What follows belongs to an exercise in optimizing a design on an open flow for small area; a production flow would make more cautious choices.
The RTL was checked by simulation tests, not by an equivalence proof against the original design.
Power is estimated from default activity; no workload was simulated.

Design regfile, start of the top module:
module regfile #(
  parameter int DATA_W = 32,
  parameter int ADDR_W = 5,
  parameter int DEPTH  = 32
) (
  input  logic              clk,
  input  logic              rst,
  input  logic              we,
  input  logic [ADDR_W-1:0] waddr,
  input  logic [DATA_W-1:0] wdata,
  input  logic              re1,
  input  logic [ADDR_W-1:0] raddr1,
  output logic [DATA_W-1:0] rdata1,
  input  logic              re2,
  input  logic [ADDR_W-1:0] raddr2,
  output logic [DATA_W-1:0] rdata2
);
Size: about 3500 cells after synthesis, roughly 120 I/O pins, about 0.039 sq mm of cells after synthesis.
Settings: LEC_CHECK=0, CAP_MARGIN=5, CORE_MARGIN=2, CORE_UTILIZATION=50, GPL_TIMING_DRIVEN=0, SETUP_SLACK_MARGIN=0.1, SLEW_MARGIN=5, SYNTH_HIERARCHICAL=1; clock period 6.0 ns.
standard.sh (not shown) runs the stock make flow with config.mk's settings and CLKGATE_MAP_FILE= SYNTH_SCRIPT=/design/flow/synth_recipe.tcl, a recipe that flattens the netlist after the stock synthesis.
==> flow/flow/run.sh <==
#!/bin/bash
# Standard ORFS layout (the standard.sh, unchanged synthesis) with:
#  - small port buffers (buf_1) instead of the default clkdlybuf4s50_1,
#  - CTS with clkbuf_4/clkbuf_8, larger sink clusters and no dummy loads,
# All tool output goes to flow_standard.log; ORFS keeps its per-step logs
# under orfs/logs.
set -euo pipefail
export BUFFER_PORTS_ARGS="-buffer_cell sky130_fd_sc_hd__buf_1"
export CTS_ARGS="-sink_clustering_enable -sink_clustering_size 14 -sink_clustering_max_diameter 70 -repair_clock_nets -dont_use_dummy_load -buf_list {sky130_fd_sc_hd__clkbuf_4 sky130_fd_sc_hd__clkbuf_8}"
bash standard.sh > flow_standard.log 2>&1
==> next run, changes <==
==> flow/run.sh (new file) <==
#!/bin/bash
# synth_recipe.tcl (not shown) runs the flow's synth.tcl, then flattens the netlist and writes it again
# the make line also repeats each setting of config.mk as NAME=value (left out here)
make -C /OpenROAD-flow-scripts/flow DESIGN_CONFIG=/design/flow/config.mk WORK_HOME=/design/flow/orfs CLKGATE_MAP_FILE= SYNTH_SCRIPT=/design/flow/synth_recipe.tcl finish
- CAP_MARGIN: 5 -> 10
- CTS_BUF_LIST: default -> sky130_fd_sc_hd__clkbuf_4 sky130_fd_sc_hd__clkbuf_8
- CTS_CLUSTER_DIAMETER: default -> 70
- CTS_CLUSTER_SIZE: default -> 14
- GPL_TIMING_DRIVEN: 0 -> default
- SETUP_SLACK_MARGIN: 0.1 -> default
- SLEW_MARGIN: 5 -> 10
removed: flow/flow/run.sh
removed: flow/standard.sh
This time the run completed, yet does not pass: setup timing.
Cell count rose by 5.3%.
Synthesized area stays the same.
Design area came out higher by 8.0%.
Via count increases by 3.3%.
Sequential share of layout area came out lower by 3.5 points.
Clock power went up by about 2%.
==> next run, changes <==
==> flow/flow/run.sh (new file) <==
#!/bin/bash
# Standard ORFS layout (the standard.sh, unchanged synthesis) with:
#  - small port buffers (buf_1) instead of the default clkdlybuf4s50_1,
#  - CTS with clkbuf_4/clkbuf_8, larger sink clusters and no dummy loads,
# All tool output goes to flow_standard.log; ORFS keeps its per-step logs
# under orfs/logs.
set -euo pipefail
export BUFFER_PORTS_ARGS="-buffer_cell sky130_fd_sc_hd__buf_1"
export CTS_ARGS="-sink_clustering_enable -sink_clustering_size 14 -sink_clustering_max_diameter 70 -repair_clock_nets -dont_use_dummy_load -buf_list {sky130_fd_sc_hd__clkbuf_4 sky130_fd_sc_hd__clkbuf_8}"
bash standard.sh > flow_standard.log 2>&1
==> flow/standard.sh (new file) <==
#!/bin/bash
# synth_recipe.tcl (not shown) runs the flow's synth.tcl, then flattens the netlist and writes it again
# the make line also repeats each setting of config.mk as NAME=value (left out here)
make -C /OpenROAD-flow-scripts/flow DESIGN_CONFIG=/design/flow/config.mk WORK_HOME=/design/flow/orfs CLKGATE_MAP_FILE= SYNTH_SCRIPT=/design/flow/synth_recipe.tcl "${@:-finish}"
- CAP_MARGIN: 10 -> 5
- CORE_UTILIZATION: 50 -> 58
- CTS_BUF_LIST: sky130_fd_sc_hd__clkbuf_4 sky130_fd_sc_hd__clkbuf_8 -> default
- CTS_CLUSTER_DIAMETER: 70 -> default
- CTS_CLUSTER_SIZE: 14 -> default
- GPL_TIMING_DRIVEN: default -> 0
- SETUP_SLACK_MARGIN: default -> 0.1
- SLEW_MARGIN: 10 -> 5
removed: flow/run.sh
What happened: The changed run passed the timing, design-rule and antenna checks. Global-route usage increases by 2.6 points. Power decreases slightly. Cell area decreases by a little under a tenth. Setup slack gets better by 0.19 ns.
==> next run, changes <==
- CORE_UTILIZATION: 58 -> 50
- GPL_TIMING_DRIVEN: 0 -> default
- SETUP_SLACK_MARGIN: 0.1 -> default
Outcome:
- setup slack is worse by 0.036 ns
- cell count went up by 5.4%
- die area went up by 16%
- power went up by 1.0%
- design area went up by 1.6%
- global-route usage went down by 1.8 points
- synthesized area does not change
- sequential power stays flat
- via count went up by 1.8%
==> next run, changes <==
--- a/flow/flow/run.sh
+++ b/flow/flow/run.sh
@@ -9 +9 @@
-export CTS_ARGS="-sink_clustering_enable -sink_clustering_size 14 -sink_clustering_max_diameter 70 -repair_clock_nets -dont_use_dummy_load -buf_list {sky130_fd_sc_hd__clkbuf_4 sky130_fd_sc_hd__clkbuf_8}"
+export CTS_ARGS="-sink_clustering_enable -sink_clustering_size 16 -sink_clustering_max_diameter 80 -repair_clock_nets -dont_use_dummy_load -buf_list {sky130_fd_sc_hd__clkbuf_4 sky130_fd_sc_hd__clkbuf_8}"
- GPL_TIMING_DRIVEN: default -> 0
- SETUP_SLACK_MARGIN: default -> 0.1
After rerunning: Global-route usage came out lower by 2.2 points. Synthesized cell count is unchanged. Clock-buffer cell count drops by 9. Via count goes down by about 2.5%. Clock skew does not change. Cell area drops by about 1%.

[static timing again, ports no longer ideal]
How much do the figures lean on ideal ports? The routed layouts below were timed once more, with nothing changed but the port constraints.
Step 1 assumes that a clkbuf_16 drives the clock port and a buf_2 every other input.
Step 2 adds t to the input delays and takes it off the output delays; t is the mean of the earliest and latest rising clock arrival at the registers after step 1. Input paths then give back, and output paths get back, about the clock's delay inside the block.
a / b / c = ideal / step 1 / step 2; a / b = the first two.
| run | t (ns) | setup WS [ns] | worst hold slack (ns) | slew at the worst register clock pin (ns) | worst slew at a driven data input, ns |
|---|---|---|---|---|---|
| the first run | 0.758 | 0.109 / 0.084 / 0.084 | 0.502 / 0.502 / 0.502 | 0.10 / 0.10 | 0.18 |
| the second run | 0.782 | -0.076 / -0.111 / -0.111 | 0.505 / 0.505 / 0.505 | 0.11 / 0.11 | 0.18 |
| the third run | 0.788 | 0.113 / 0.082 / 0.082 | 0.505 / 0.505 / 0.505 | 0.10 / 0.10 | 0.08 |
| the fourth run | 0.789 | 0.077 / 0.049 / 0.049 | 0.503 / 0.503 / 0.503 | 0.11 / 0.11 | 0.16 |
| the fifth run | 0.789 | 0.136 / 0.114 / 0.114 | 0.503 / 0.503 / 0.503 | 0.12 / 0.12 | 0.17 |
The setup slack of the second run, which loses most, moves by -0.035 ns with the drivers and by -0.035 ns with both steps.
